What follows belongs to an exercise in optimizing a design on an open flow for a short achievable clock period and few clock cycles per item; a production flow would make more cautious choices. At most, simulation tests tie the RTL to the original design; equivalence was not proved. For runs 2 and 4, only the layout was checked, not whether the RTL still works. Power figures rest on the tool's default switching activity, not on a simulated workload.

==> flow/design.v <==
package rv_pkg;
	typedef enum logic [6:0] {
		OP_LOAD   = 7'b0000011,
		OP_STORE  = 7'b0100011,
		OP_OP     = 7'b0110011,
		OP_OP_IMM = 7'b0010011,
		OP_BRANCH = 7'b1100011,
		OP_JAL    = 7'b1101111
	} opcode_e;
	typedef enum logic [2:0] {
		ALU_ADD = 3'b000,
		ALU_SUB = 3'b001,
		ALU_AND = 3'b010,
		ALU_OR  = 3'b011,
		ALU_SLT = 3'b101  
	} alu_op_e;
	typedef enum logic [1:0] {IMM_I, IMM_S, IMM_B, IMM_J} imm_sel_e;
	typedef enum logic [1:0] {RES_ALU, RES_LOAD, RES_PC4} result_sel_e;
	typedef enum logic [1:0] {
		FWD_REG = 2'b00,
		FWD_WB  = 2'b01,
		FWD_MEM = 2'b10
	} fwd_sel_e;
	typedef struct packed {
		logic        reg_write;
		logic        mem_write;
		logic        branch;
		logic        jump;
		logic        alu_src;  
		result_sel_e result_sel;
		alu_op_e     alu_op;
	} ctrl_t;
endpackage
`timescale 1ns/1ps
module rv_core (
	input  logic clk,
	input  logic rst,
	output logic [31:0] imem_addr,
	input  logic [31:0] imem_data,
	output logic [31:0] dmem_addr,
	output logic [31:0] dmem_wdata,
	output logic dmem_we,
	input  logic [31:0] dmem_rdata
);
	localparam logic [6:0] OP_LOAD   = 7'b0000011;
	localparam logic [6:0] OP_STORE  = 7'b0100011;
	localparam logic [6:0] OP_OP     = 7'b0110011;
	localparam logic [6:0] OP_OP_IMM = 7'b0010011;
	localparam logic [6:0] OP_BRANCH = 7'b1100011;
	localparam logic [6:0] OP_JAL    = 7'b1101111;
	logic [31:0] pc_f;
	logic [4:0]  rs1_d, rs2_d, rd_d;
	logic [31:0] imm_d, target_d, link_d;
	logic [31:1] sel1_d, sel2_d;  
	logic        byp1_d, byp2_d;  
	logic        wr_d, ld_d, st_d, br_d, jal_d, use1_d, use2_d, useimm_d;
	logic        sub_d, slt_d, and_d, or_d;
	logic [31:0] a_e, b_e, bi_e, target_e, link_e;
	logic [4:0]  rd_e;
	logic        wr_e, ld_e, st_e, br_e, jal_e;
	logic        sub_e, slt_e, and_e, or_e;
	logic [31:0] res_m, sd_m;
	logic [4:0]  rd_m;
	logic        wr_m, ld_m, we_m;
	logic [31:0] regs [1:31];
	logic stall_d, redirect_e;
	logic [31:0] ins;
	logic [6:0]  opc_f;
	logic [4:0]  rs1_f, rs2_f, rd_f;
	logic        ld_f, st_f, op_f, opi_f, br_f, jal_f, bra_f;
	logic [31:0] imm_i_f, imm_s_f, imm_b_f, imm_j_f;
	logic [31:0] pc4_f, tgt_b_f, tgt_j_f;
	assign imem_addr = pc_f;
	assign ins = imem_data;
	assign opc_f = ins[6:0];
	assign rs1_f = ins[19:15];
	assign rs2_f = ins[24:20];
	assign rd_f  = ins[11:7];
	assign ld_f  = (opc_f == OP_LOAD);
	assign st_f  = (opc_f == OP_STORE);
	assign op_f  = (opc_f == OP_OP);
	assign opi_f = (opc_f == OP_OP_IMM);
	assign br_f  = (opc_f == OP_BRANCH);
	assign jal_f = (opc_f == OP_JAL);
	assign bra_f = br_f && (rs1_f == rs2_f);
	assign imm_i_f = {{20{ins[31]}}, ins[31:20]};
	assign imm_s_f = {{20{ins[31]}}, ins[31:25], ins[11:7]};
	assign imm_b_f = {{20{ins[31]}}, ins[7], ins[30:25], ins[11:8], 1'b0};
	assign imm_j_f = {{12{ins[31]}}, ins[19:12], ins[20], ins[30:21], 1'b0};
	assign pc4_f = pc_f + 32'd4;
	assign tgt_b_f = pc_f + imm_b_f;
	assign tgt_j_f = pc_f + imm_j_f;
	always_ff @(posedge clk) begin
		if (rst)
			pc_f <= 32'h0000_0000;
		else if (redirect_e)
			pc_f <= target_e;
		else if (stall_d)
			pc_f <= pc_f;
		else if (jal_f)
			pc_f <= tgt_j_f;
		else if (bra_f)
			pc_f <= tgt_b_f;
		else
			pc_f <= pc4_f;
	end
	logic [4:0] rs1_n, rs2_n;
	assign rs1_n = stall_d ? rs1_d : rs1_f;
	assign rs2_n = stall_d ? rs2_d : rs2_f;
	always_ff @(posedge clk) begin
		if (rst || redirect_e) begin
			wr_d <= 1'b0;
			ld_d <= 1'b0;
			st_d <= 1'b0;
			br_d <= 1'b0;
			jal_d <= 1'b0;
			use1_d <= 1'b0;
			use2_d <= 1'b0;
		end else if (!stall_d) begin
			wr_d <= (ld_f || op_f || opi_f || jal_f) && (rd_f != 5'd0);
			ld_d <= ld_f;
			st_d <= st_f;
			br_d <= br_f && !bra_f;
			jal_d <= jal_f;
			use1_d <= ld_f || st_f || op_f || opi_f || (br_f && !bra_f);
			use2_d <= st_f || op_f || (br_f && !bra_f);
		end
		if (!stall_d) begin
			rs1_d <= rs1_f;
			rs2_d <= rs2_f;
			rd_d <= rd_f;
			useimm_d <= ld_f || st_f || opi_f;
			imm_d <= st_f ? imm_s_f : imm_i_f;
			target_d <= tgt_b_f;
			link_d <= pc4_f;
			sub_d <= op_f && ((ins[14:12] == 3'b000 && ins[30]) || ins[14:12] == 3'b010);
			slt_d <= op_f && ins[14:12] == 3'b010;
			and_d <= op_f && ins[14:12] == 3'b111;
			or_d  <= op_f && ins[14:12] == 3'b110;
			for (int i = 1; i < 32; i++) begin
				sel1_d[i] <= (rs1_f == 5'(i));
				sel2_d[i] <= (rs2_f == 5'(i));
			end
		end
		byp1_d <= wr_e && (rd_e == rs1_n);
		byp2_d <= wr_e && (rd_e == rs2_n);
	end
	logic [31:0] wd_m, rf1, rf2, rv1_d, rv2_d;
	assign wd_m = ld_m ? dmem_rdata : res_m;
	always_comb begin
		rf1 = 32'd0;
		rf2 = 32'd0;
		for (int i = 1; i < 32; i++) begin
			rf1 = rf1 | ({32{sel1_d[i]}} & regs[i]);
			rf2 = rf2 | ({32{sel2_d[i]}} & regs[i]);
		end
	end
	assign rv1_d = byp1_d ? wd_m : rf1;
	assign rv2_d = byp2_d ? wd_m : rf2;
	assign stall_d = ld_e && wr_e &&
		((use1_d && rs1_d == rd_e) || (use2_d && rs2_d == rd_e));
	logic fa_d, fb_d;
	logic [31:0] res_e;
	assign fa_d = wr_e && !ld_e && (rd_e == rs1_d);
	assign fb_d = wr_e && !ld_e && (rd_e == rs2_d);
	always_ff @(posedge clk) begin
		if (rst || redirect_e || stall_d) begin
			wr_e <= 1'b0;
			ld_e <= 1'b0;
			st_e <= 1'b0;
			br_e <= 1'b0;
			jal_e <= 1'b0;
		end else begin
			wr_e <= wr_d;
			ld_e <= ld_d;
			st_e <= st_d;
			br_e <= br_d;
			jal_e <= jal_d;
		end
		a_e <= fa_d ? res_e : rv1_d;
		b_e <= fb_d ? res_e : rv2_d;
		bi_e <= useimm_d ? imm_d : fb_d ? res_e : rv2_d;
		target_e <= target_d;
		link_e <= link_d;
		rd_e <= rd_d;
		sub_e <= sub_d;
		slt_e <= slt_d;
		and_e <= and_d;
		or_e  <= or_d;
	end
	logic [31:0] sum_e;
	logic lt_e;
	assign sum_e = a_e + (sub_e ? ~bi_e : bi_e) + {31'd0, sub_e};
	assign lt_e = (a_e[31] != bi_e[31]) ? a_e[31] : sum_e[31];
	always_comb begin
		if (jal_e)
			res_e = link_e;
		else if (slt_e)
			res_e = {31'd0, lt_e};
		else if (and_e)
			res_e = a_e & bi_e;
		else if (or_e)
			res_e = a_e | bi_e;
		else
			res_e = sum_e;
	end
	assign redirect_e = br_e && (a_e == b_e);
	always_ff @(posedge clk) begin
		if (rst) begin
			wr_m <= 1'b0;
			ld_m <= 1'b0;
			we_m <= 1'b0;
		end else begin
			wr_m <= wr_e;
			ld_m <= ld_e;
			we_m <= st_e;
		end
		res_m <= res_e;
		sd_m <= b_e;
		rd_m <= rd_e;
	end
	assign dmem_addr = res_m;
	assign dmem_wdata = sd_m;
	assign dmem_we = we_m;
	always_ff @(posedge clk) begin
		for (int i = 1; i < 32; i++)
			if (wr_m && rd_m == 5'(i))
				regs[i] <= wd_m;
	end
endmodule
==> flow/run.sh <==
#!/bin/bash
# synth_recipe.tcl (not shown) runs the flow's synth.tcl, then flattens the netlist and writes it again
# the make line also repeats each setting of config.mk as NAME=value (left out here)
make -C /OpenROAD-flow-scripts/flow DESIGN_CONFIG=/design/flow/config.mk WORK_HOME=/design/flow/orfs CLKGATE_MAP_FILE= SYNTH_SCRIPT=/design/flow/synth_recipe.tcl finish
==> flow/config.mk <==
export PLATFORM = sky130hd
export DESIGN_NAME = rv_core
export DESIGN_NICKNAME = rv_core
export VERILOG_FILES = /design/flow/design.v
export SDC_FILE = /design/flow/constraint.sdc
export NUM_CORES = 4
export LEC_CHECK = 0
export ABC_CLOCK_PERIOD_IN_PS = 2500
export CAP_MARGIN = 20
export CORE_MARGIN = 2
export CORE_UTILIZATION = 30
export SETUP_SLACK_MARGIN = 4.0
export SLEW_MARGIN = 20
==> flow/constraint.sdc <==
create_clock -name core_clock -period 7.0 [get_ports {clk}]
set_input_delay 1.4000 -clock core_clock [delete_from_list [all_inputs] [get_ports {clk}]]
set_output_delay 1.4000 -clock core_clock [all_outputs]
set_load 0.01 [all_outputs]
==> run summary, run 1 <==
Clock Skew 0.0390 ns; RSZ-0062 raised after global routing true; Critical Path Fanout Max 7; Mapped Avg Cell Area 12.8 sq um; Core Util, Final 36.9%; Seq/Total Area, Yosys 64.4%; hold crit path type flip-flop to flip-flop; CP required 7.71 ns; Startpoint Class flip-flop; reg2reg path depth 12; Via Count 53400; Synth Cell Area 62300 sq um; Commonest cells post-synth edfxtp_1, a22oi_1, dfxtp_1, clkbuf_1, a21oi_1; Nets 5355; Post-synth top flop edfxtp_1; vias per cell 6.65; Clock Path Buffers 3; crit path cell chain buf_12 -> buf_12 -> xor2_4 -> ha_4 -> nand2_4 -> or4_4 -> o211ai_4 -> a21oi_4 -> nor3_4 -> o31ai_4 -> mux2_4 -> mux2_4; Leak Pwr 26.2 nW; final setup violating endpoints 0; library cells used by synthesis 89; Max Transition Viols Final 0; average wire per standard cell 37.2 microns; share of cells above drive strength 1 19.3%; max_cap viols 0; Reg-to-Reg Start sub_e; CP peak stage delay 0.54 ns; HP Start target_d[2]; H-tree depth 4; Core ar. 207000 sq um; synthesized flop and latch total 1435; Buffers on Ports 162; number of antenna violations at the first check in global routing 12; Starting Density 30.1%; Die H 460 microns; Setup CP Type flip-flop to flip-flop; DR pass1 iterations 9; biggest area consumer among synthesized cells edfxtp_1; first-pass GRT wire length 403000 microns; Async SR Flop Fraction 0%; First DRT Iteration DRCs 12000; crit path time final 3.40 ns; Clock Tree Root clkbuf_16; RR Endpoint bi_e[0]; Final ANT Viol Nets 0; DRC 0; WL final 299000 microns; crit path launch sub_e; Post-synth EDFFs 1139; clk latency of the worst-skew pair 0.85 ns; die span in x 460 microns; Slew @ Worst Pin 1.22 ns; setup TNS 0 ns; fmax 0.294 GHz; largest cells by area after synthesis edfxtp_1, dfxtp_1, a22oi_1; Worst slew margin 18.7%; Yosys top cell area share 54.9%; DP Wirelength 171000 microns; gr ovfl total 0; Sink Count 1435; reg2reg setup slack 3.60 ns; CP max-delay cell or4_4; hold endpoint target_e[2]; status complete, no violations; Hold Buf Count CTS 0; Crit path arrival time 4.11 ns; Rows 167; final hold violation count 0; Num CTS Buffers 145; Min-Delay Path Depth 0; FILL cells 19700; total track usage 27.2%; Syn. warnings 2; Final WS setup 3.60 ns; largest net degree at the start of global routing 100; most common cell in the netlist edfxtp_1; Syn Inst Count 4870; CTS tree done; Die Outline Area 211000 sq um; Worst setup EP type flip-flop; IO Count 163; peak supply drop 0.229 mV; Clk pin slew, worst setup/hold paths 0.06 ns; placement-stage worst setup slack 2.04 ns; RD Place Congestion 0.976; Layout area overhead 22.3%; Power Dens Cells 297 nW/um^2; fin crit share 48.6%; vias in the first global route 50200
## cell families after synthesis
| family | synth area share [%] |
|---|---|
| AO/OA/AOI/OAI | 19.5 |
| flip-flops | 64.4 |
| AND/OR/NAND/NOR | 8.17 |
| buffers and inverters | 2.63 |
| XOR/XNOR | 2.39 |
| adder cells (fa/ha/maj) | 1.66 |
| multiplexers | 1.29 |
## what timing repair did
| item | CTS | global route |
|---|---|---|
| gates resized for setup | 512 | 219 |
| endpoints found under the setup margin | 648 | 246 |
| pin swaps | 81 | 93 |
| cloned | 3 | 3 |
| setup buffers | 107 | 61 |
## critical path, delay by kind of cell, from the launching register on
kind / cells / cell delay [ns]
compound gates: 3 / 0.60
mux: 2 / 0.56
buf+inv: 2 / 0.29
flops: 1 / 0.38
fa+ha+maj: 1 / 0.32
xor+xnor: 1 / 0.19
simple gates: 3 / 0.92
## layout make-up
cell class / count / area, sq um / area share, %
well taps: 2704 / 3380 / 4.44
repair inverters: 4 / 31.3 / 0.0410
repair buffers: 513 / 4470 / 5.86
flip-flops and latches: 1435 / 40300 / 52.8
clock inverters: 76 / 845 / 1.11
multi-input cells: 3003 / 22800 / 29.9
inverters: 106 / 444 / 0.583
clock buffers: 189 / 3950 / 5.18
diodes: 11 / 27.5 / 0.0361
## power breakdown
part           leakage [nW]  switching [W]  internal (W)
logic                  10.7        0.00267       0.00124
clock network          2.35        0.00355       0.00447
registers              13.1       0.000300        0.0104
total                  26.2        0.00651        0.0161
## worst max path at each step
stage / endpoint / slack (ns) / depth (start not counted)
floorplan: target_d[30] / 3.37 / 10
global placement: pc_f[22] / 2.06 / 11
detailed placement: pc_f[22] / 2.04 / 11
CTS: bi_e[26] / 3.73 / 13
global route: bi_e[0] / 3.58 / 13
finish: bi_e[0] / 3.60 / 12
## routing by layer
metal	global-route usage [%]	share of wire, %
met1	35.9	36
met2	36.2	39
met3	11.7	17
met4	16.7	7.9
met5	0.321	0.090
## metrics by stage
| step | hold slack, ns | cell area, sq um | total power (W) | cells |
|---|---|---|---|---|
| 2_1_floorplan | 0.323 | 62900 | 0.0125 | 4870 |
| 3_3_place_gp | 0.323 | 68100 | 0.0140 | 7588 |
| 3_5_place_dp | 0.327 | 68200 | 0.0141 | 7590 |
| 4_1_cts | 0.327 | 74800 | 0.0222 | 7965 |
| 5_1_grt | 0.345 | 76200 | 0.0231 | 8030 |
| 6_report | 0.327 | 76300 | 0.0226 | 8041 |
## state kept, by name, summed over array words and instances, names as in the netlist, 12 cells and up
name      count
regs        992
a_e          32
b_e          32
bi_e         32
link_e       32
pc_f         32
res_m        32
sd_m         32
target_d     32
link_d       31
sel1_d       31
sel2_d       31
target_e     31
imm_d        12
## layout by cell type, fill, tap and decap left out, drive strengths merged, types with 87 or more instances in the layout
master	count
a21oi	267
a221oi	178
a22o	165
a22oi	640
buf	373
clkbuf	194
dfxtp	296
dlygate4sd2	101
edfxtp	1139
inv	109
nand2	213
nand3	165
nand4	150
nor2	199
o21ai	130
xor2	87
Testbench counts, summed over its fixed seeds: cycles 122,086, programs 48.
==> inputs of run 2 (changes only) <==
--- a/flow/design.v
+++ b/flow/design.v
@@ -57,7 +57,7 @@
 	logic        sub_d, slt_d, and_d, or_d;
 	logic [31:0] a_e, b_e, bi_e, target_e, link_e;
 	logic [4:0]  rd_e;
-	logic        wr_e, ld_e, st_e, br_e, jal_e;
+	logic        wr_e, ld_e, st_e, br_e, jal_e, fwd_a_e, fwd_b_e, fwd_bi_e;
 	logic        sub_e, slt_e, and_e, or_e;
 	logic [31:0] res_m, sd_m;
 	logic [4:0]  rd_m;
@@ -159,10 +159,6 @@
 	assign rv2_d = byp2_d ? wd_m : rf2;
 	assign stall_d = ld_e && wr_e &&
 		((use1_d && rs1_d == rd_e) || (use2_d && rs2_d == rd_e));
-	logic fa_d, fb_d;
-	logic [31:0] res_e;
-	assign fa_d = wr_e && !ld_e && (rd_e == rs1_d);
-	assign fb_d = wr_e && !ld_e && (rd_e == rs2_d);
 	always_ff @(posedge clk) begin
 		if (rst || redirect_e || stall_d) begin
 			wr_e <= 1'b0;
@@ -177,34 +173,40 @@
 			br_e <= br_d;
 			jal_e <= jal_d;
 		end
-		a_e <= fa_d ? res_e : rv1_d;
-		b_e <= fb_d ? res_e : rv2_d;
-		bi_e <= useimm_d ? imm_d : fb_d ? res_e : rv2_d;
+		a_e <= rv1_d;
+		b_e <= rv2_d;
+		bi_e <= useimm_d ? imm_d : rv2_d;
 		target_e <= target_d;
 		link_e <= link_d;
 		rd_e <= rd_d;
+		fwd_a_e <= wr_e && !ld_e && (rd_e == rs1_d);
+		fwd_b_e <= wr_e && !ld_e && (rd_e == rs2_d);
+		fwd_bi_e <= wr_e && !ld_e && (rd_e == rs2_d) && !useimm_d;
 		sub_e <= sub_d;
 		slt_e <= slt_d;
 		and_e <= and_d;
 		or_e  <= or_d;
 	end
-	logic [31:0] sum_e;
+	logic [31:0] src_a, src_b, sd_e, sum_e, res_e;
 	logic lt_e;
-	assign sum_e = a_e + (sub_e ? ~bi_e : bi_e) + {31'd0, sub_e};
-	assign lt_e = (a_e[31] != bi_e[31]) ? a_e[31] : sum_e[31];
+	assign src_a = fwd_a_e ? res_m : a_e;
+	assign sd_e  = fwd_b_e ? res_m : b_e;
+	assign src_b = fwd_bi_e ? res_m : bi_e;
+	assign sum_e = src_a + (sub_e ? ~src_b : src_b) + {31'd0, sub_e};
+	assign lt_e = (src_a[31] != src_b[31]) ? src_a[31] : sum_e[31];
 	always_comb begin
 		if (jal_e)
 			res_e = link_e;
 		else if (slt_e)
 			res_e = {31'd0, lt_e};
 		else if (and_e)
-			res_e = a_e & bi_e;
+			res_e = src_a & src_b;
 		else if (or_e)
-			res_e = a_e | bi_e;
+			res_e = src_a | src_b;
 		else
 			res_e = sum_e;
 	end
-	assign redirect_e = br_e && (a_e == b_e);
+	assign redirect_e = br_e && (src_a == sd_e);
 	always_ff @(posedge clk) begin
 		if (rst) begin
 			wr_m <= 1'b0;
@@ -216,7 +218,7 @@
 			we_m <= st_e;
 		end
 		res_m <= res_e;
-		sd_m <= b_e;
+		sd_m <= sd_e;
 		rd_m <= rd_e;
 	end
 	assign dmem_addr = res_m;
==> flow/config.mk (replaced) <==
export PLATFORM = sky130hd
export DESIGN_NAME = rv_core
export DESIGN_NICKNAME = rv_core
export VERILOG_FILES = /design/flow/design.v
export SDC_FILE = /design/flow/constraint.sdc
export NUM_CORES = 4
export LEC_CHECK = 0
export ABC_CLOCK_PERIOD_IN_PS = 2800
export CAP_MARGIN = 20
export CORE_MARGIN = 2
export CORE_UTILIZATION = 40
export SETUP_SLACK_MARGIN = 4.0
export SLEW_MARGIN = 20
==> run summary, run 2 <==
status complete, no violations (unchanged); max_cap viols 0 (unchanged); family with the most delay on the worst path compound AO/OA/AOI/OAI gates (was simple AND/OR/NAND/NOR gates); Worst setup EP type flip-flop (unchanged); Via Count 53700 (was 53400); Clock Path Buffers 3 (unchanged); fmax 0.276 GHz (was 0.294 GHz); crit path time final 3.62 ns (was 3.40 ns); Mapped Avg Cell Area 13.1 sq um (was 12.8 sq um); share of cells above drive strength 1 21.6% (was 19.3%); Clock Skew 0.0412 ns (was 0.0390 ns); WL final 298000 microns (was 299000 microns); Layout area overhead 22.5% (was 22.3%); final hold violation count 0 (unchanged); peak supply drop 0.266 mV (was 0.229 mV); Sink Count 1438 (was 1435); Leak Pwr 26.7 nW (was 26.2 nW); Max Transition Viols Final 0 (unchanged); largest net degree at the start of global routing 71 (was 100); IO Count 163 (unchanged); synthesized flop and latch total 1438 (was 1435); CP peak stage delay 0.43 ns (was 0.54 ns); Yosys top cell area share 54.2% (was 54.9%); gr ovfl total 0 (unchanged); Power Dens Cells 299 nW/um^2 (was 297 nW/um^2); commonest non-fill, non-tap cells in the layout edfxtp_1, a22oi_1, a221oi_1, a22o_1, buf_4 (was edfxtp_1, a22oi_1, buf_4, dfxtp_1, a21oi_1); first-pass GRT wire length 399000 microns (was 403000 microns); Crit path arrival time 4.30 ns (was 4.11 ns); RD Place Congestion 0.960 (was 0.976); Rows 145 (was 167); vias in the first global route 50000 (was 50200); Buffers on Ports 162 (unchanged); vias per cell 7.28 (was 6.65); Num CTS Buffers 149 (was 145); Startpoint Class flip-flop (unchanged); Clk pin slew, worst setup/hold paths 0.06 ns (about the same); CTS tree done (unchanged); RSZ-0062 raised after global routing true (unchanged); Post-synth EDFFs 1139 (unchanged); crit path cell chain buf_4 -> mux2i_2 -> inv_1 -> ha_1 -> a21oi_1 -> o21ai_2 -> a221oi_2 -> o32a_1 -> o21ai_4 -> o41ai_4 -> buf_4 -> o211ai_4 -> xnor2_2 -> buf_4 -> nand3_1 -> nand3_1 (was buf_12 -> buf_12 -> xor2_4 -> ha_4 -> nand2_4 -> or4_4 -> o211ai_4 -> a21oi_4 -> nor3_4 -> o31ai_4 -> mux2_4 -> mux2_4); Final ANT Viol Nets 0 (unchanged); fin crit share 51.7% (was 48.6%); setup TNS 0 ns (unchanged); Nets 5340 (was 5355); Worst slew margin 23.6% (was 18.7%); H-tree depth 4 (unchanged); Clock Tree Root clkbuf_16 (unchanged); total track usage 35.4% (was 27.2%); Fin Hold WS 0.326 ns (was 0.327 ns); die span in x 401 microns (was 460 microns); largest cells by area after synthesis edfxtp_1, dfxtp_1, a221oi_1 (was edfxtp_1, dfxtp_1, a22oi_1); First DRT Iteration DRCs 12000 (about the same); clk latency of the worst-skew pair 0.82 ns (was 0.85 ns); crit path buf inv count 4 (was 2); Critical Path Fanout Max 6 (was 7); final setup violating endpoints 0 (unchanged); most common cell in the netlist edfxtp_1 (unchanged); average wire per standard cell 40.3 microns (was 37.2 microns); Die H 401 microns (was 460 microns); Slew @ Worst Pin 1.15 ns (was 1.22 ns); Syn Inst Count 4811 (was 4870); Seq/Total Area, Yosys 63.7% (was 64.4%); FILL cells 13400 (was 19700); Commonest cells post-synth edfxtp_1, a221oi_1, a22oi_1, a22o_1, dfxtp_1 (was edfxtp_1, a22oi_1, dfxtp_1, clkbuf_1, a21oi_1); hold crit path type flip-flop to flip-flop (unchanged); Largest register FFs 992 (unchanged); Core ar. 156000 sq um (was 207000 sq um); number of antenna violations at the first check in global routing 15 (was 12); Largest Register regs (unchanged); Async SR Flop Fraction 0% (unchanged); CP max-delay cell dfxtp_4 (was or4_4); DP Wirelength 165000 microns (was 171000 microns); DRC 0 (unchanged); Die Outline Area 161000 sq um (was 211000 sq um); CP required 7.68 ns (was 7.71 ns); commonest non-fill, non-tap cell in the layout edfxtp_1 (unchanged); Setup CP Type flip-flop to flip-flop (unchanged); Post-synth top flop edfxtp_1 (unchanged); routed wl met3 52000 microns (was 51900 microns); library cells used by synthesis 96 (was 89); Starting Density 40.4% (was 30.1%); Synth Cell Area 63100 sq um (was 62300 sq um); max layer used met5 (unchanged); biggest area consumer among synthesized cells edfxtp_1 (unchanged); DR pass1 iterations 12 (was 9); CP dominant cell by count buf_4; Syn. warnings 2 (unchanged); wl on met1 107000 microns (was 108000 microns); metal2 WL 119000 microns (was 115000 microns)
[run 2: cell types whose count changed after synthesis, sizes merged, moves of 54 or more]
cell	delta
nor4	-66
a221oi	+156
a22o	+159
mux2i	+76
a22oi	-308
nand3	-54
[run 2: area by class of cell]
type / count / area, sq um / area share, %
timing repair inverter: 8 / 58.8 / 0.0761
timing repair buffer: 538 / 5040 / 6.52
tap: 2058 / 2570 / 3.33
multi-input combinational: 2928 / 23700 / 30.7
clock inverter: 68 / 698 / 0.903
inverter: 132 / 544 / 0.704
sequential: 1438 / 40400 / 52.3
antenna: 10 / 25.0 / 0.0324
clock buffer: 205 / 4220 / 5.46
[run 2: per-layer routing]
metal,vias up,GRT usage [%]
met4,8,19.0
met5,-,0.327
met3,1251,14.8
met2,5782,48.5
li1,20300,-
met1,26400,47.3
[run 2: final timing paths]
check	start	end	slack (ns)	cells past startpoint
worst max-delay path	fwd_a_e	res_m[0]	3.38	16
worst min-delay path	target_d[7]	target_e[7]	0.33	0
worst max register to register	fwd_a_e	res_m[0]	3.38	16
worst min register to register	target_d[7]	target_e[7]	0.33	0
[run 2: stage by stage]
stage	cell area, sq um	utilization, %	total power, W	setup WS (ns)	instances
3_5_place_dp	68000	43.5	0.0143	1.89	6882
5_1_grt	77300	49.4	0.0235	3.29	7376
4_1_cts	75900	48.5	0.0226	3.48	7315
6_report	77300	49.4	0.0231	3.38	7385
2_1_floorplan	63700	-	0.0127	3.24	4811
3_3_place_gp	68000	43.5	0.0143	1.92	6882
[run 2: logic make-up after synthesis]
group,share of synthesized area [%]
compound gates,19.5
flops,63.7
simple gates,7.11
buf+inv,2.81
xor+xnor,2.72
mux,2.59
fa+ha+maj,1.60
[run 2: repair_timing]
item	in CTS	in global routing
setup buffers	151	52
setup endpoints to repair	573	367
cloned	9	8
pin swaps	130	93
hold buffers	0	0
resized for setup	640	180
[run 2: report_power, final]
| group | internal (W) | switching [W] |
|---|---|---|
| Sequential | 0.0105 | 0.000511 |
| Clock | 0.00462 | 0.00354 |
| Combinational | 0.00130 | 0.00264 |
==> inputs of run 3 (changes only) <==
--- a/flow/design.v
+++ b/flow/design.v
@@ -32,6 +32,17 @@
 	} ctrl_t;
 endpackage
 `timescale 1ns/1ps
+module rv_add #(parameter int W = 32) (
+	input  logic [W-1:0] a,
+	input  logic [W-1:0] b,
+	input  logic ci,
+	output logic [W-1:0] y
+);
+	logic [W:0] s;
+	assign s = {a, 1'b1} + {b, ci};  
+	assign y = s[W:1];
+endmodule
+`timescale 1ns/1ps
 module rv_core (
 	input  logic clk,
 	input  logic rst,
@@ -57,8 +68,8 @@
 	logic        sub_d, slt_d, and_d, or_d;
 	logic [31:0] a_e, b_e, bi_e, target_e, link_e;
 	logic [4:0]  rd_e;
-	logic        wr_e, ld_e, st_e, br_e, jal_e, fwd_a_e, fwd_b_e, fwd_bi_e;
-	logic        sub_e, slt_e, and_e, or_e;
+	logic        wr_e, ld_e, st_e, br_e, jal_e;
+	logic        sub_e, slt_e, and_e, or_e, arith_e;
 	logic [31:0] res_m, sd_m;
 	logic [4:0]  rd_m;
 	logic        wr_m, ld_m, we_m;
@@ -88,22 +99,17 @@
 	assign imm_b_f = {{20{ins[31]}}, ins[7], ins[30:25], ins[11:8], 1'b0};
 	assign imm_j_f = {{12{ins[31]}}, ins[19:12], ins[20], ins[30:21], 1'b0};
 	assign pc4_f = pc_f + 32'd4;
-	assign tgt_b_f = pc_f + imm_b_f;
-	assign tgt_j_f = pc_f + imm_j_f;
-	always_ff @(posedge clk) begin
-		if (rst)
-			pc_f <= 32'h0000_0000;
-		else if (redirect_e)
-			pc_f <= target_e;
-		else if (stall_d)
-			pc_f <= pc_f;
-		else if (jal_f)
-			pc_f <= tgt_j_f;
-		else if (bra_f)
-			pc_f <= tgt_b_f;
-		else
-			pc_f <= pc4_f;
-	end
+	rv_add #(31) u_add_b (.a(pc_f[31:1]), .b(imm_b_f[31:1]), .ci(1'b0), .y(tgt_b_f[31:1]));
+	rv_add #(31) u_add_j (.a(pc_f[31:1]), .b(imm_j_f[31:1]), .ci(1'b0), .y(tgt_j_f[31:1]));
+	assign tgt_b_f[0] = pc_f[0];
+	assign tgt_j_f[0] = pc_f[0];
+	logic [31:0] pc_early;
+	logic take_j, take_b;
+	assign pc_early = rst ? 32'h0000_0000 : redirect_e ? target_e : stall_d ? link_d : pc4_f;
+	assign take_j = !rst && !redirect_e && !stall_d && jal_f;
+	assign take_b = !rst && !redirect_e && !stall_d && bra_f;
+	always_ff @(posedge clk)
+		pc_f <= take_j ? tgt_j_f : take_b ? tgt_b_f : pc_early;
 	logic [4:0] rs1_n, rs2_n;
 	assign rs1_n = stall_d ? rs1_d : rs1_f;
 	assign rs2_n = stall_d ? rs2_d : rs2_f;
@@ -159,6 +165,10 @@
 	assign rv2_d = byp2_d ? wd_m : rf2;
 	assign stall_d = ld_e && wr_e &&
 		((use1_d && rs1_d == rd_e) || (use2_d && rs2_d == rd_e));
+	logic fa_d, fb_d;
+	logic [31:0] res_e;
+	assign fa_d = wr_e && !ld_e && (rd_e == rs1_d);
+	assign fb_d = wr_e && !ld_e && (rd_e == rs2_d);
 	always_ff @(posedge clk) begin
 		if (rst || redirect_e || stall_d) begin
 			wr_e <= 1'b0;
@@ -173,40 +183,39 @@
 			br_e <= br_d;
 			jal_e <= jal_d;
 		end
-		a_e <= rv1_d;
-		b_e <= rv2_d;
-		bi_e <= useimm_d ? imm_d : rv2_d;
+		a_e <= fa_d ? res_e : rv1_d;
+		b_e <= fb_d ? res_e : rv2_d;
+		bi_e <= (fb_d && !useimm_d) ? res_e : useimm_d ? imm_d : rv2_d;
 		target_e <= target_d;
 		link_e <= link_d;
 		rd_e <= rd_d;
-		fwd_a_e <= wr_e && !ld_e && (rd_e == rs1_d);
-		fwd_b_e <= wr_e && !ld_e && (rd_e == rs2_d);
-		fwd_bi_e <= wr_e && !ld_e && (rd_e == rs2_d) && !useimm_d;
 		sub_e <= sub_d;
-		slt_e <= slt_d;
-		and_e <= and_d;
-		or_e  <= or_d;
-	end
-	logic [31:0] src_a, src_b, sd_e, sum_e, res_e;
+		slt_e <= !jal_d && slt_d;
+		and_e <= !jal_d && and_d;
+		or_e  <= !jal_d && or_d;
+		arith_e <= !jal_d && !slt_d && !and_d && !or_d;
+	end
+	logic [31:0] sum_e, oth_e;
 	logic lt_e;
-	assign src_a = fwd_a_e ? res_m : a_e;
-	assign sd_e  = fwd_b_e ? res_m : b_e;
-	assign src_b = fwd_bi_e ? res_m : bi_e;
-	assign sum_e = src_a + (sub_e ? ~src_b : src_b) + {31'd0, sub_e};
-	assign lt_e = (src_a[31] != src_b[31]) ? src_a[31] : sum_e[31];
+	logic [31:0] add_e, dif_e;
+	rv_add #(32) u_add_e (.a(a_e), .b(bi_e), .ci(1'b0), .y(add_e));
+	logic [32:0] dif33_e;
+	rv_add #(33) u_sub_e (.a({a_e[31], a_e}), .b(~{bi_e[31], bi_e}), .ci(1'b1), .y(dif33_e));
+	assign dif_e = dif33_e[31:0];
+	assign lt_e = dif33_e[32];
+	assign sum_e = sub_e ? dif_e : add_e;
 	always_comb begin
-		if (jal_e)
-			res_e = link_e;
-		else if (slt_e)
-			res_e = {31'd0, lt_e};
+		if (slt_e)
+			oth_e = {31'd0, lt_e};
 		else if (and_e)
-			res_e = src_a & src_b;
+			oth_e = a_e & bi_e;
 		else if (or_e)
-			res_e = src_a | src_b;
+			oth_e = a_e | bi_e;
 		else
-			res_e = sum_e;
-	end
-	assign redirect_e = br_e && (src_a == sd_e);
+			oth_e = link_e;
+	end
+	assign res_e = arith_e ? sum_e : oth_e;
+	assign redirect_e = br_e && (a_e == b_e);
 	always_ff @(posedge clk) begin
 		if (rst) begin
 			wr_m <= 1'b0;
@@ -218,7 +227,7 @@
 			we_m <= st_e;
 		end
 		res_m <= res_e;
-		sd_m <= sd_e;
+		sd_m <= b_e;
 		rd_m <= rd_e;
 	end
 	assign dmem_addr = res_m;
==> flow/config.mk (replaced) <==
export PLATFORM = sky130hd
export DESIGN_NAME = rv_core
export DESIGN_NICKNAME = rv_core
export VERILOG_FILES = /design/flow/design.v
export SDC_FILE = /design/flow/constraint.sdc
export NUM_CORES = 4
export LEC_CHECK = 0
export CAP_MARGIN = 20
export CORE_MARGIN = 2
export CORE_UTILIZATION = 30
export SETUP_SLACK_MARGIN = 4.0
export SLEW_MARGIN = 20
export SYNTH_HIERARCHICAL = 1
export SYNTH_MINIMUM_KEEP_SIZE = 0
==> run summary, run 3 <==
Via Count 55900 (was 53700); library cells used by synthesis 98 (was 96); Power Dens Cells 298 nW/um^2 (was 299 nW/um^2); final hold violation count 0 (unchanged); Syn Inst Count 5210 (was 4811); crit path time final 3.28 ns (was 3.62 ns); DR pass1 iterations 7 (was 12); RSZ-0062 raised after global routing true (unchanged); Max Transition Viols Final 0 (unchanged); clk latency of the worst-skew pair 0.83 ns (was 0.82 ns); commonest non-fill, non-tap cells in the layout edfxtp_1, a22oi_1, buf_4, a21oi_1, dfxtp_1 (was edfxtp_1, a22oi_1, a221oi_1, a22o_1, buf_4); Final ANT Viol Nets 0 (unchanged); Mapped Avg Cell Area 12.4 sq um (was 13.1 sq um); Largest register FFs 992 (unchanged); Num CTS Buffers 145 (was 149); largest net degree at the start of global routing 65 (was 71); Commonest cells post-synth edfxtp_1, a22oi_1, dfxtp_1, a21oi_1, clkbuf_1 (was edfxtp_1, a221oi_1, a22oi_1, a22o_1, dfxtp_1); Synth Cell Area 64600 sq um (was 63100 sq um); first-pass GRT wire length 414000 microns (was 399000 microns); DRC 0 (unchanged); die span in x 468 microns (was 401 microns); RR Endpoint a_e[9] (was res_m[0]); IO Count 163 (unchanged); fmax 0.304 GHz (was 0.276 GHz); vias in the first global route 52300 (was 50000); Worst setup EP type flip-flop (unchanged); Slew @ Worst Pin 1.25 ns (was 1.15 ns); reg2reg path depth 7 (was 16); Core ar. 214000 sq um (was 156000 sq um); Worst slew margin 16.7% (was 23.6%); Die Outline Area 219000 sq um (was 161000 sq um); number of antenna violations at the first check in global routing 18 (was 15); Hold Buf Count CTS 0 (unchanged); max_cap viols 0 (unchanged); Clock Skew 0.0486 ns (was 0.0412 ns); gr ovfl total 0 (unchanged); most common cell in the netlist edfxtp_1 (unchanged); largest cells by area after synthesis edfxtp_1, dfxtp_1, a22oi_1 (was edfxtp_1, dfxtp_1, a221oi_1); Clock Path Buffers 3 (unchanged); share of cells above drive strength 1 19.2% (was 21.6%); Clock Tree Root clkbuf_16 (unchanged); Nets 5706 (was 5340); RD Place Congestion 0.958 (was 0.960); Sink Count 1437 (was 1438); hold endpoint target_e[17] (was target_e[7]); status complete, no violations (unchanged); commonest non-fill, non-tap cell in the layout edfxtp_1 (unchanged); CTS tree done (unchanged); post-route insts no fill 8484 (was 7385); average wire per standard cell 36.3 microns (was 40.3 microns); Layout area overhead 21.6% (was 22.5%); Largest Register regs (unchanged); Setup CP Type flip-flop to flip-flop (unchanged); setup TNS 0 ns (unchanged); Die H 468 microns (was 401 microns); Seq/Total Area, Yosys 61.7% (was 63.7%); Post-synth top flop edfxtp_1 (unchanged); DP Wirelength 172000 microns (was 165000 microns); CP required 7.66 ns (was 7.68 ns); placed cells 8041 (was 6882); Rows 170 (was 145); WL final 308000 microns (was 298000 microns); synthesized flop and latch total 1437 (was 1438); hold crit path type flip-flop to flip-flop (unchanged); vias per cell 6.59 (was 7.28); Clk pin slew, worst setup/hold paths 0.07 ns (was 0.06 ns); Yosys top cell area share 51.6% (was 54.2%); fin crit share 46.9% (was 51.7%); Critical Path Fanout Max 26 (was 6); Starting Density 30.1% (was 40.4%); total track usage 26.9% (was 35.4%); biggest area consumer among synthesized cells edfxtp_1 (unchanged); Syn. warnings 8 (was 2); Buffers on Ports 162 (unchanged); Startpoint Class flip-flop (unchanged); H-tree depth 4 (unchanged); Post-synth EDFFs 1109 (was 1139); First DRT Iteration DRCs 13200 (was 12000); final setup violating endpoints 0 (unchanged); Reg-to-Reg Start sel1_d[22] (was fwd_a_e); Leak Pwr 27.0 nW (was 26.7 nW); HP Start target_d[17] (was target_d[7]); Async SR Flop Fraction 0% (unchanged); Min-Delay Path Depth 0 (unchanged); reg2reg setup slack 3.72 ns (was 3.38 ns); peak supply drop 0.206 mV (was 0.266 mV); Crit path arrival time 3.95 ns (was 4.30 ns)
run 3: what timing repair did:
item | CTS | global route
gates resized for setup | 571 | 245
buffers inserted | 88 | 68
cloned | 3 | 1
pin swaps | 110 | 122
hold endpoints to repair | 0 | 0
endpoints found under the setup margin | 456 | 297
run 3: how the worst max path moves through the flow:
stage | start | to
after CTS | a_e[0] | bi_e[25]
final | sel1_d[22] | a_e[9]
after global routing | a_e[0] | bi_e[9]
after detailed placement | imem_data[21] | pc_f[24]
after floorplan | imem_data[11] | pc_f[28]
after global placement | imem_data[31] | pc_f[28]
run 3: kinds of logic (layout without fill, tap and decap cells):
logic type               Yosys count  count (layout)  synth area share [%]
AO/OA/AOI/OAI                   1781            1781                  19.9
XOR/XNOR                         194             194                  2.63
adder cells (fa/ha/maj)          128             128                  2.53
buffers and inverters            456             870                  2.75
flip-flops                      1437            1437                  61.7
multiplexers                     107             107                  1.77
other                              2              23                0.0116
AND/OR/NAND/NOR                 1105            1106                  8.72
run 3: power breakdown:
group	leakage [nW]	internal [W]	switching [W]	total, W
clock	2.28	0.00434	0.00352	0.00786
combinational	11.6	0.00165	0.00317	0.00482
sequential	13.0	0.0104	0.000314	0.0107
total	27.0	0.0164	0.00701	0.0234
run 3: final cells by class:
cell class                 count  area (sq um)
antenna                       15          37.5
clock buffer                 197          4070
clock inverter                69           618
fill                       20500        136000
inverter                     136           547
multi-input combinational   3324         25600
sequential                  1437         40100
tap                         2838          3550
timing repair buffer         466          3980
timing repair inverter         2          17.5
run 3: per-stage QoR:
stage	area, sq um	hold slack [ns]	utilization [%]	power [W]	setup WS, ns
5_1_grt	78500	0.329	36.7	0.0239	3.70
6_report	78500	0.321	36.7	0.0234	3.72
3_3_place_gp	70400	0.324	32.9	0.0146	1.72
3_5_place_dp	70400	0.327	32.9	0.0147	2.07
2_1_floorplan	65200	0.323	-	0.0129	3.42
4_1_cts	77000	0.323	36.0	0.0227	3.79
run 3: routing by layer:
layer | vias up | part of all wire [%] | track usage (%)
met5 | - | 0.044 | 0.461
met4 | 8 | 6.6 | 14.9
met3 | 1292 | 17 | 11.3
met2 | 5738 | 39 | 36.3
met1 | 27400 | 37 | 36.0
li1 | 21500 | - | -
run 3: worst max-delay path: stages, from the launching register on:
cell and delay (ns):
edfxtp_1 0.73, buf_4 0.54, a221oi_1 0.41, nand3_1 0.11, nor4_1 0.88, a21oi_1 0.21
nand2_1 0.16, o21ai_2 0.06
Testbench counts of run 3, summed over its fixed seeds: cycles 122,086, programs 48.
==> inputs of run 4 (changes only) <==
--- a/flow/design.v
+++ b/flow/design.v
@@ -61,7 +61,7 @@
 	localparam logic [6:0] OP_JAL    = 7'b1101111;
 	logic [31:0] pc_f;
 	logic [4:0]  rs1_d, rs2_d, rd_d;
-	logic [31:0] imm_d, target_d, link_d;
+	logic [31:0] imm_d, target_d, link_d, nxt_d;
 	logic [31:1] sel1_d, sel2_d;  
 	logic        byp1_d, byp2_d;  
 	logic        wr_d, ld_d, st_d, br_d, jal_d, use1_d, use2_d, useimm_d;
@@ -103,13 +103,53 @@
 	rv_add #(31) u_add_j (.a(pc_f[31:1]), .b(imm_j_f[31:1]), .ci(1'b0), .y(tgt_j_f[31:1]));
 	assign tgt_b_f[0] = pc_f[0];
 	assign tgt_j_f[0] = pc_f[0];
-	logic [31:0] pc_early;
-	logic take_j, take_b;
-	assign pc_early = rst ? 32'h0000_0000 : redirect_e ? target_e : stall_d ? link_d : pc4_f;
+	localparam int FN = 16;
+	logic [31:0] fj_tgt [FN];
+	logic [31:6] fj_tag [FN];
+	logic [FN-1:0] fj_v, fj_m;
+	logic fj_f, fj_hq, seq_q;
+	logic [31:0] fj_t, fj_tq;
+	always_comb begin
+		fj_t = 32'd0;
+		for (int i = 0; i < FN; i++) begin
+			fj_m[i] = fj_v[i] && (pc_f[5:2] == 4'(i)) && (fj_tag[i] == pc_f[31:6]);
+			fj_t = fj_t | ({32{fj_m[i]}} & fj_tgt[i]);
+		end
+	end
+	assign fj_f = (jal_f && rd_f == 5'd0) || bra_f;
+	logic lr_v, lr_j;
+	logic [31:0] lr_a, lr_tj, lr_tb, lr_t;
+	assign lr_t = lr_j ? lr_tj : lr_tb;
+	always_ff @(posedge clk) begin
+		lr_v <= !rst && fj_f;
+		lr_j <= ins[3];  
+		lr_a <= pc_f - 32'd8;
+		lr_tj <= tgt_j_f;
+		lr_tb <= tgt_b_f;
+		for (int i = 0; i < FN; i++) begin
+			if (rst)
+				fj_v[i] <= 1'b0;
+			else if (lr_v && lr_a[5:2] == 4'(i)) begin
+				fj_v[i] <= 1'b1;
+				fj_tag[i] <= lr_a[31:6];
+				fj_tgt[i] <= lr_t;
+			end
+		end
+	end
+	logic [31:0] pc_early, nxt_f;
+	logic take_j, take_b, fold_f, seq_n;
+	assign fold_f = seq_q && fj_hq;
+	assign nxt_f = fold_f ? fj_tq : pc4_f;
+	assign pc_early = rst ? 32'h0000_0000 : redirect_e ? target_e : stall_d ? nxt_d : nxt_f;
 	assign take_j = !rst && !redirect_e && !stall_d && jal_f;
 	assign take_b = !rst && !redirect_e && !stall_d && bra_f;
-	always_ff @(posedge clk)
+	assign seq_n = !rst && !redirect_e && !stall_d && !jal_f && !bra_f && !fold_f;
+	always_ff @(posedge clk) begin
 		pc_f <= take_j ? tgt_j_f : take_b ? tgt_b_f : pc_early;
+		seq_q <= seq_n;
+		fj_hq <= |fj_m;
+		fj_tq <= fj_t;
+	end
 	logic [4:0] rs1_n, rs2_n;
 	assign rs1_n = stall_d ? rs1_d : rs1_f;
 	assign rs2_n = stall_d ? rs2_d : rs2_f;
@@ -139,6 +179,7 @@
 			imm_d <= st_f ? imm_s_f : imm_i_f;
 			target_d <= tgt_b_f;
 			link_d <= pc4_f;
+			nxt_d <= nxt_f;
 			sub_d <= op_f && ((ins[14:12] == 3'b000 && ins[30]) || ins[14:12] == 3'b010);
 			slt_d <= op_f && ins[14:12] == 3'b010;
 			and_d <= op_f && ins[14:12] == 3'b111;
==> run summary, run 4 <==
most common cell in the netlist edfxtp_1 (unchanged); Buffers on Ports 162 (unchanged); final setup violating endpoints 0 (unchanged); Async SR Flop Fraction 0% (unchanged); Commonest cells post-synth edfxtp_1, a22oi_1, dfxtp_1, xor2_1, clkbuf_1 (was edfxtp_1, a22oi_1, dfxtp_1, a21oi_1, clkbuf_1); clk latency of the worst-skew pair 0.98 ns (was 0.83 ns); Synth Cell Area 106000 sq um (was 64600 sq um); RD Place Congestion 0.946 (was 0.958); library cells used by synthesis 101 (was 98); vias in the first global route 76200 (was 52300); number of antenna violations at the first check in global routing 41 (was 18); hold crit path type flip-flop to flip-flop (unchanged); CTS tree done (unchanged); Starting Density 30.2% (was 30.1%); Worst slew margin 18.8% (was 16.7%); Mapped Avg Cell Area 14.0 sq um (was 12.4 sq um); Largest Register regs (unchanged); DP Wirelength 243000 microns (was 172000 microns); fmax 0.301 GHz (was 0.304 GHz); largest net degree at the start of global routing 65 (unchanged); post-route insts no fill 13000 (was 8484); register area 71800 sq um (was 40100 sq um); WL final 472000 microns (was 308000 microns); IO Count 163 (unchanged); Largest register FFs 992 (unchanged); Syn. warnings 10 (was 8); max_cap viols 0 (unchanged); Power Dens Cells 291 nW/um^2 (was 298 nW/um^2); Seq/Total Area, Yosys 67.7% (was 61.7%); Worst setup EP type flip-flop (unchanged); Num CTS Buffers 247 (was 145); commonest non-fill, non-tap cell in the layout edfxtp_1 (unchanged); Startpoint Class flip-flop (unchanged); Clock Path Buffers 4 (was 3); average wire per standard cell 36.3 microns (about the same); Clock Tree Root clkbuf_16 (unchanged); Die H 597 microns (was 468 microns); Rows 217 (was 170); Nets 8361 (was 5706); crit path time final 3.32 ns (was 3.28 ns); synthesized flop and latch total 2540 (was 1437); Critical Path Fanout Max 4 (was 26); Final ANT Viol Nets 0 (unchanged); Clock Skew 0.108 ns (was 0.0486 ns); fin crit share 47.4% (was 46.9%); Setup CP Type flip-flop to flip-flop (unchanged); Post-synth top flop edfxtp_1 (unchanged); largest cells by area after synthesis edfxtp_1, dfxtp_1, a22oi_1 (unchanged); Core ar. 350000 sq um (was 214000 sq um); reg2reg setup slack 3.68 ns (was 3.72 ns); Layout area overhead 22.6% (was 21.6%); final hold violation count 0 (unchanged); Yosys top cell area share 58.8% (was 51.6%); Crit path arrival time 4.10 ns (was 3.95 ns); status complete, no violations (unchanged); Leak Pwr 45.1 nW (was 27.0 nW); total track usage 25.0% (was 26.9%); die span in x 597 microns (was 468 microns); first-pass GRT wire length 623000 microns (was 414000 microns); H-tree depth 4 (unchanged); Max Transition Viols Final 0 (unchanged); Die Outline Area 357000 sq um (was 219000 sq um); Clk pin slew, worst setup/hold paths 0.07 ns (about the same); FILL cells 32700 (was 20500); Via Count 81200 (was 55900); CP required 7.78 ns (was 7.66 ns); gr ovfl total 0 (unchanged); DRC 0 (unchanged); Slew @ Worst Pin 1.22 ns (was 1.25 ns); Post-synth EDFFs 2068 (was 1109); share of cells above drive strength 1 20.7% (was 19.2%); RSZ-0062 raised after global routing true (unchanged); DR pass1 iterations 10 (was 7); Multi-input gate area 34800 sq um (was 25600 sq um); biggest regs regs x992, fj_tgt x512, fj_tag x416; vias per cell 6.25 (was 6.59); First DRT Iteration DRCs 15700 (was 13200); Syn Inst Count 7566 (was 5210); Sink Count 2540 (was 1437); Fin Hold WS 0.315 ns (was 0.321 ns); setup TNS 0 ns (unchanged); biggest area consumer among synthesized cells edfxtp_1 (unchanged); placed cells 12100 (was 8041); commonest non-fill, non-tap cells in the layout edfxtp_1, a22oi_1, buf_4, dfxtp_1, xor2_1 (was edfxtp_1, a22oi_1, buf_4, a21oi_1, dfxtp_1); peak supply drop 0.257 mV (was 0.206 mV)
run 4: cell families (layout without fill, tap and decap cells):
logic type / after synthesis / in the layout / share of synthesized area (%)
xor+xnor: 625 / 625 / 5.18
buf+inv: 606 / 1397 / 2.29
fa+ha+maj: 133 / 133 / 1.60
compound gates: 2081 / 2081 / 14.6
simple gates: 1432 / 1438 / 7.08
other cells: 2 / 34 / 0.00711
flops: 2540 / 2540 / 67.7
mux: 147 / 147 / 1.50
run 4: per-layer routing:
layer  vias up  GRT usage (%)  wire, microns
li1      31300              -              -
met1     40100           30.5         160000
met2      7757           37.4         200000
met3      2066           8.15          69700
met4        26           17.3          41000
met5         -          0.122            326
run 4: layout make-up:
class                      count  area share (%)
timing repair inverter         3          0.0135
inverter                     154           0.491
timing repair buffer         784            6.36
sequential                  2540            55.4
tap                         4599            4.44
antenna                       26          0.0502
clock inverter               129            1.07
multi-input combinational   4432            26.8
clock buffer                 327            5.32
run 4: metrics by stage:
step / setup WS (ns) / power (W) / util [%] / instance area (sq um)
floorplan: 3.01 / 0.0207 / - / 106000
global placement: 1.98 / 0.0230 / 32.6 / 114000
detailed placement: 2.06 / 0.0231 / 32.6 / 114000
CTS: 3.54 / 0.0372 / 36.3 / 127000
global route: 3.56 / 0.0385 / 37.0 / 129000
finish: 3.68 / 0.0377 / 37.0 / 130000
run 4: repair_timing:
item,4_1_cts,5_1_grt
cloned,27,15
pin swaps,122,154
setup endpoints to repair,1362,494
setup buffers,254,111
hold buffers,0,0
resized for setup,868,284
run 4: worst paths after layout:
kind,startpoint,endpoint,cells after the start
hold / removal,target_d[19],target_e[19],0
setup reg to reg,bi_e[2],bi_e[31],15
setup / recovery,bi_e[2],bi_e[31],15
hold reg to reg,target_d[19],target_e[19],0
run 4: report_power, final:
part | internal (W) | switching (W)
logic | 0.00177 | 0.00380
registers | 0.0178 | 0.000488
clock network | 0.00795 | 0.00595
run 4: worst max-delay path, cell delays in order (launching register included):
cell	delay [ns]
dfxtp_4	0.34
inv_1	0.06
ha_4	0.29
and3_4	0.19
a221oi_4	0.06
buf_4	0.15
buf_6	0.11
o31ai_4	0.28
a21boi_4	0.14
o41ai_4	0.44
and4_1	0.27
nor3_2	0.07
mux2_4	0.28
a22oi_2	0.20
o21ai_2	0.10
o21a_1	0.19
==> inputs of run 5 (changes only) <==
--- a/flow/design.v
+++ b/flow/design.v
@@ -69,7 +69,7 @@
 	logic [31:0] a_e, b_e, bi_e, target_e, link_e;
 	logic [4:0]  rd_e;
 	logic        wr_e, ld_e, st_e, br_e, jal_e;
-	logic        sub_e, slt_e, and_e, or_e, arith_e;
+	logic        slt_e, and_e, or_e, s_add_e, s_sub_e, s_oth_e;
 	logic [31:0] res_m, sd_m;
 	logic [4:0]  rd_m;
 	logic        wr_m, ld_m, we_m;
@@ -81,7 +81,8 @@
 	logic        ld_f, st_f, op_f, opi_f, br_f, jal_f, bra_f;
 	logic [31:0] imm_i_f, imm_s_f, imm_b_f, imm_j_f;
 	logic [31:0] pc4_f, tgt_b_f, tgt_j_f;
-	assign imem_addr = pc_f;
+	logic [31:0] pc_out;
+	assign imem_addr = pc_out;
 	assign ins = imem_data;
 	assign opc_f = ins[6:0];
 	assign rs1_f = ins[19:15];
@@ -146,6 +147,7 @@
 	assign seq_n = !rst && !redirect_e && !stall_d && !jal_f && !bra_f && !fold_f;
 	always_ff @(posedge clk) begin
 		pc_f <= take_j ? tgt_j_f : take_b ? tgt_b_f : pc_early;
+		pc_out <= take_b ? tgt_b_f : take_j ? tgt_j_f : pc_early;
 		seq_q <= seq_n;
 		fj_hq <= |fj_m;
 		fj_tq <= fj_t;
@@ -224,19 +226,20 @@
 			br_e <= br_d;
 			jal_e <= jal_d;
 		end
-		a_e <= fa_d ? res_e : rv1_d;
-		b_e <= fb_d ? res_e : rv2_d;
-		bi_e <= (fb_d && !useimm_d) ? res_e : useimm_d ? imm_d : rv2_d;
+		a_e <= fwd_sel(fa_d, rv1_d);
+		b_e <= fwd_sel(fb_d, rv2_d);
+		bi_e <= fwd_sel(fb_d && !useimm_d, useimm_d ? imm_d : rv2_d);
 		target_e <= target_d;
 		link_e <= link_d;
 		rd_e <= rd_d;
-		sub_e <= sub_d;
 		slt_e <= !jal_d && slt_d;
 		and_e <= !jal_d && and_d;
 		or_e  <= !jal_d && or_d;
-		arith_e <= !jal_d && !slt_d && !and_d && !or_d;
-	end
-	logic [31:0] sum_e, oth_e;
+		s_add_e <= !jal_d && !slt_d && !and_d && !or_d && !sub_d;
+		s_sub_e <= !jal_d && !slt_d && !and_d && !or_d && sub_d;
+		s_oth_e <= jal_d || slt_d || and_d || or_d;
+	end
+	logic [31:0] oth_e;
 	logic lt_e;
 	logic [31:0] add_e, dif_e;
 	rv_add #(32) u_add_e (.a(a_e), .b(bi_e), .ci(1'b0), .y(add_e));
@@ -244,7 +247,6 @@
 	rv_add #(33) u_sub_e (.a({a_e[31], a_e}), .b(~{bi_e[31], bi_e}), .ci(1'b1), .y(dif33_e));
 	assign dif_e = dif33_e[31:0];
 	assign lt_e = dif33_e[32];
-	assign sum_e = sub_e ? dif_e : add_e;
 	always_comb begin
 		if (slt_e)
 			oth_e = {31'd0, lt_e};
@@ -255,7 +257,11 @@
 		else
 			oth_e = link_e;
 	end
-	assign res_e = arith_e ? sum_e : oth_e;
+	assign res_e = ({32{s_add_e}} & add_e) | ({32{s_sub_e}} & dif_e) | ({32{s_oth_e}} & oth_e);
+	function automatic logic [31:0] fwd_sel(input logic f, input logic [31:0] d);
+		fwd_sel = ({32{f && s_add_e}} & add_e) | ({32{f && s_sub_e}} & dif_e) |
+			({32{f && s_oth_e}} & oth_e) | ({32{!f}} & d);
+	endfunction
 	assign redirect_e = br_e && (a_e == b_e);
 	always_ff @(posedge clk) begin
 		if (rst) begin
==> run summary, run 5 <==
status complete, no violations (unchanged); biggest area consumer among synthesized cells edfxtp_1 (unchanged); Reg-to-Reg Start sel1_d[9] (was bi_e[2]); Crit path arrival time 4.07 ns (was 4.10 ns); FILL cells 33100 (was 32700); library cells used by synthesis 103 (was 101); Min-Delay Path Depth 0 (unchanged); Die Outline Area 360000 sq um (was 357000 sq um); RD Place Congestion 0.952 (was 0.946); register area 72500 sq um (was 71800 sq um); fmax 0.305 GHz (was 0.301 GHz); H-tree depth 5 (was 4); Max Transition Viols Final 0 (unchanged); IO Count 163 (unchanged); synthesized flop and latch total 2573 (was 2540); Starting Density 30.2% (about the same); reg2reg path depth 7 (was 15); Startpoint Class flip-flop (unchanged); final hold violation count 0 (unchanged); Via Count 79600 (was 81200); RSZ-0062 raised after global routing true (unchanged); Critical Path Fanout Max 23 (was 4); DRC 0 (unchanged); Final ANT Viol Nets 0 (unchanged); CP max-delay cell edfxtp_1 (was o41ai_4); fin crit share 46.9% (was 47.4%); DP Wirelength 269000 microns (was 243000 microns); Commonest cells post-synth edfxtp_1, a22oi_1, dfxtp_1, a221oi_1, xor2_1 (was edfxtp_1, a22oi_1, dfxtp_1, xor2_1, clkbuf_1); Gate power share 14.7% (was 14.8%); Clock Path Buffers 4 (unchanged); Setup CP Type flip-flop to flip-flop (unchanged); post-route insts no fill 13000 (about the same); Leak Pwr 44.5 nW (was 45.1 nW); reg2reg setup slack 3.72 ns (was 3.68 ns); first-pass GRT wire length 624000 microns (was 623000 microns); setup TNS 0 ns (unchanged); Clk pin slew, worst setup/hold paths 0.06 ns (was 0.07 ns); Mapped Avg Cell Area 14.1 sq um (was 14.0 sq um); P_sw 0.0111 W (was 0.0102 W); gr ovfl total 0 (unchanged); Post-synth top flop edfxtp_1 (unchanged); Synth Cell Area 107000 sq um (was 106000 sq um); Switching Share 28.2% (was 27.1%); Layout area overhead 21.5% (was 22.6%); Rows 218 (was 217); crit path time final 3.28 ns (was 3.32 ns); Slew @ Worst Pin 1.18 ns (was 1.22 ns); Worst slew margin 21.4% (was 18.8%); CP required 7.79 ns (was 7.78 ns); Nets 8253 (was 8361); clock group share of total power 37.9% (was 36.8%); HP Start link_d[14] (was target_d[19]); average wire per standard cell 35.7 microns (was 36.3 microns); most common cell in the netlist edfxtp_1 (unchanged); Async SR Flop Fraction 0% (unchanged); max_cap viols 0 (unchanged); CTS tree done (unchanged); Syn Inst Count 7566 (unchanged); commonest non-fill, non-tap cells in the layout edfxtp_1, a22oi_1, buf_4, dfxtp_1, a221oi_1 (was edfxtp_1, a22oi_1, buf_4, dfxtp_1, xor2_1); die span in x 600 microns (was 597 microns); Largest register FFs 992 (unchanged); Clock Skew 0.0846 ns (was 0.108 ns); largest cells by area after synthesis edfxtp_1, dfxtp_1, a22oi_1 (unchanged); number of antenna violations at the first check in global routing 36 (was 41); First DRT Iteration DRCs 14800 (was 15700); total track usage 24.8% (was 25.0%); RR Endpoint a_e[29] (was bi_e[31]); crit path cell chain buf_4 -> a22oi_1 -> nand3_1 -> nor4_1 -> a21oi_1 -> nand2_1 -> o21ai_1 (was inv_1 -> ha_4 -> and3_4 -> a221oi_4 -> buf_4 -> buf_6 -> o31ai_4 -> a21boi_4 -> o41ai_4 -> and4_1 -> nor3_2 -> mux2_4 -> a22oi_2 -> o21ai_2 -> o21a_1); Largest Register regs (unchanged); DR pass1 iterations 8 (was 10); final setup violating endpoints 0 (unchanged); Power Dens Cells 304 nW/um^2 (was 291 nW/um^2); WL final 466000 microns (was 472000 microns); Fin Hold WS 0.322 ns (was 0.315 ns); biggest regs regs x992, fj_tgt x512, fj_tag x416 (unchanged); Yosys top cell area share 58.3% (was 58.8%); placed cells 12300 (was 12100); CP peak stage delay 1.10 ns (was 0.44 ns); Num CTS Buffers 280 (was 247); clk latency of the worst-skew pair 0.95 ns (was 0.98 ns); Clock Tree Root clkbuf_16 (unchanged); Multi-input gate area 35100 sq um (was 34800 sq um); sequential group share of total power 47.4% (was 48.4%); Pint 0.0283 W (was 0.0275 W); Buffers on Ports 162 (unchanged); Core ar. 353000 sq um (was 350000 sq um); hold endpoint link_e[14] (was target_e[19]); Hold Buf Count CTS 0 (unchanged); share of cells above drive strength 1 19.8% (was 20.7%); Post-synth EDFFs 2068 (unchanged); vias per cell 6.10 (was 6.25); Die H 600 microns (was 597 microns); Worst setup EP type flip-flop (unchanged); vias in the first global route 75700 (was 76200); commonest non-fill, non-tap cell in the layout edfxtp_1 (unchanged); Seq/Total Area, Yosys 67.7% (about the same); Sink Count 2573 (was 2540); Syn. warnings 10 (unchanged); largest net degree at the start of global routing 65 (unchanged); Final WS setup 3.72 ns (was 3.68 ns); hold crit path type flip-flop to flip-flop (unchanged); peak supply drop 0.200 mV (was 0.257 mV); placement-stage worst setup slack 1.64 ns (was 2.06 ns)
-- run 5: changes by cell type in the layout (fill, tap and decap cells not counted), moves of 27 or more --
| cell | before | now |
|---|---|---|
| a22oi_1 | 726 | 517 |
| buf_12 | 73 | 29 |
| a22o_1 | 258 | 355 |
| nand3_1 | 232 | 169 |
| o31a_1 | 3 | 35 |
| o21ai_0 | 89 | 117 |
| nand2_1 | 259 | 309 |
| a221oi_1 | 256 | 358 |
| dfxtp_2 | 45 | 72 |
| a21oi_1 | 291 | 206 |
| xor2_1 | 382 | 351 |
| a221o_1 | 5 | 50 |
| a211oi_1 | 10 | 58 |
| buf_4 | 441 | 380 |
-- run 5: area by class of cell --
type | instances | share of cell area, %
sequential | 2573 | 56.0
multi-input combinational | 4379 | 27.1
clock buffer | 358 | 5.81
timing repair buffer | 651 | 4.70
tap | 4730 | 4.57
clock inverter | 150 | 1.26
inverter | 168 | 0.528
antenna | 36 | 0.0696
timing repair inverter | 1 | 0.00676
-- run 5: power groups by stage --
| stage | combinational, W | clock, W | sequential [W] |
|---|---|---|---|
| 2_1_floorplan | 0.00230 | 0 | 0.0186 |
| 3_3_place_gp | 0.00457 | 0 | 0.0189 |
| 3_5_place_dp | 0.00469 | 0 | 0.0189 |
| 4_1_cts | 0.00526 | 0.0150 | 0.0186 |
| 5_1_grt | 0.00595 | 0.0156 | 0.0186 |
| 6_report | 0.00578 | 0.0149 | 0.0186 |
-- run 5: worst max-delay path: cells and delay by family (launching register included) --
kind	cells	cell delay, ns
compound gates	3	0.95
simple gates	3	0.40
buf+inv	1	0.70
flops	1	1.10
-- run 5: how the worst max path moves through the flow --
stage / startpoint / end / slack, ns / depth (start not counted)
global route: bi_e[3] / bi_e[30] / 3.65 / 15
finish: sel1_d[9] / a_e[29] / 3.72 / 7
detailed placement: imem_data[10] / pc_out[31] / 1.64 / 10
global placement: imem_data[10] / pc_out[31] / 1.54 / 10
floorplan: rst / fj_tag[0][10] / 2.88 / 6
CTS: a_e[3] / bi_e[0] / 3.80 / 13
-- run 5: kinds of logic (layout without fill, tap and decap cells) --
logic type | after synthesis | in the layout | share of synthesized area (%)
AO/OA/AOI/OAI | 2119 | 2120 | 15.2
XOR/XNOR | 623 | 623 | 5.12
adder cells (fa/ha/maj) | 133 | 133 | 1.59
buffers and inverters | 624 | 1328 | 2.41
flip-flops | 2573 | 2573 | 67.7
multiplexers | 121 | 121 | 1.21
other | 2 | 44 | 0.00705
AND/OR/NAND/NOR | 1371 | 1374 | 6.71
-- run 5: per-stage QoR --
step	area (sq um)	power, W	utilization, %
after floorplan	107000	0.0209	-
after global placement	115000	0.0235	32.5
after detailed placement	115000	0.0236	32.5
after CTS	128000	0.0388	36.1
after global routing	129000	0.0402	36.7
final	130000	0.0393	36.7
-- run 5: timing repair --
action / CTS / global route
buffers inserted: 140 / 85
gates cloned: 10 / 4
endpoints found under the setup margin: 1631 / 813
pin swaps: 146 / 101
resized for setup: 897 / 257
-- run 5: layer usage --
layer	routed length (microns)	vias up	track usage [%]	part of all wire [%]
met4	44900	16	18.6	9.6
met3	59500	2005	7.45	13
met1	153000	39600	28.4	33
li1	-	31200	-	-
met2	208000	6815	39.2	45
met5	111	-	0.0936	0.024
Testbench counts of run 5, summed over its fixed seeds: cycles 114,065, programs 48.

==> re-timing with driven ports <==
The flow's constraints put no driver on any port. The routed layouts listed below were extracted and timed again, unchanged, in two steps.
Step 1, drivers: a clkbuf_16 drives clk and a buf_2 each remaining input, both assumed.
Step 2 adds t to the input delays and takes it off the output delays; t is the mean of the earliest and latest rising clock arrival at the registers after step 1. Input paths then give back, and output paths get back, about the clock's delay inside the block.
a / b / c = ideal ports / drivers / drivers and shift; a / b = the first two.
run | t (ns) | setup slack, ns | hold slack, ns | slew at the worst register clock pin (ns) | cell pins on the clock port's net
run 1 | 0.899 | 3.599 / 3.599 / 2.943 | 0.327 / 0.327 / 0.327 | 0.07 / 0.07 | 1
run 2 | 0.882 | 3.378 / 3.378 / 2.882 | 0.326 / 0.326 / 0.326 | 0.07 / 0.07 | 1
run 3 | 0.883 | 3.716 / 3.716 / 3.018 | 0.321 / 0.321 / 0.321 | 0.08 / 0.08 | 1
run 4 | 1.010 | 3.683 / 3.683 / 2.760 | 0.315 / 0.315 / 0.315 | 0.07 / 0.07 | 1
run 5 | 0.991 | 3.720 / 3.720 / 2.892 | 0.322 / 0.322 / 0.322 | 0.07 / 0.07 | 1
After both steps setup and hold are still met in every run listed. The setup slack of run 4, which loses most, moves by 0.000 ns with the drivers and by -0.923 ns with both steps.
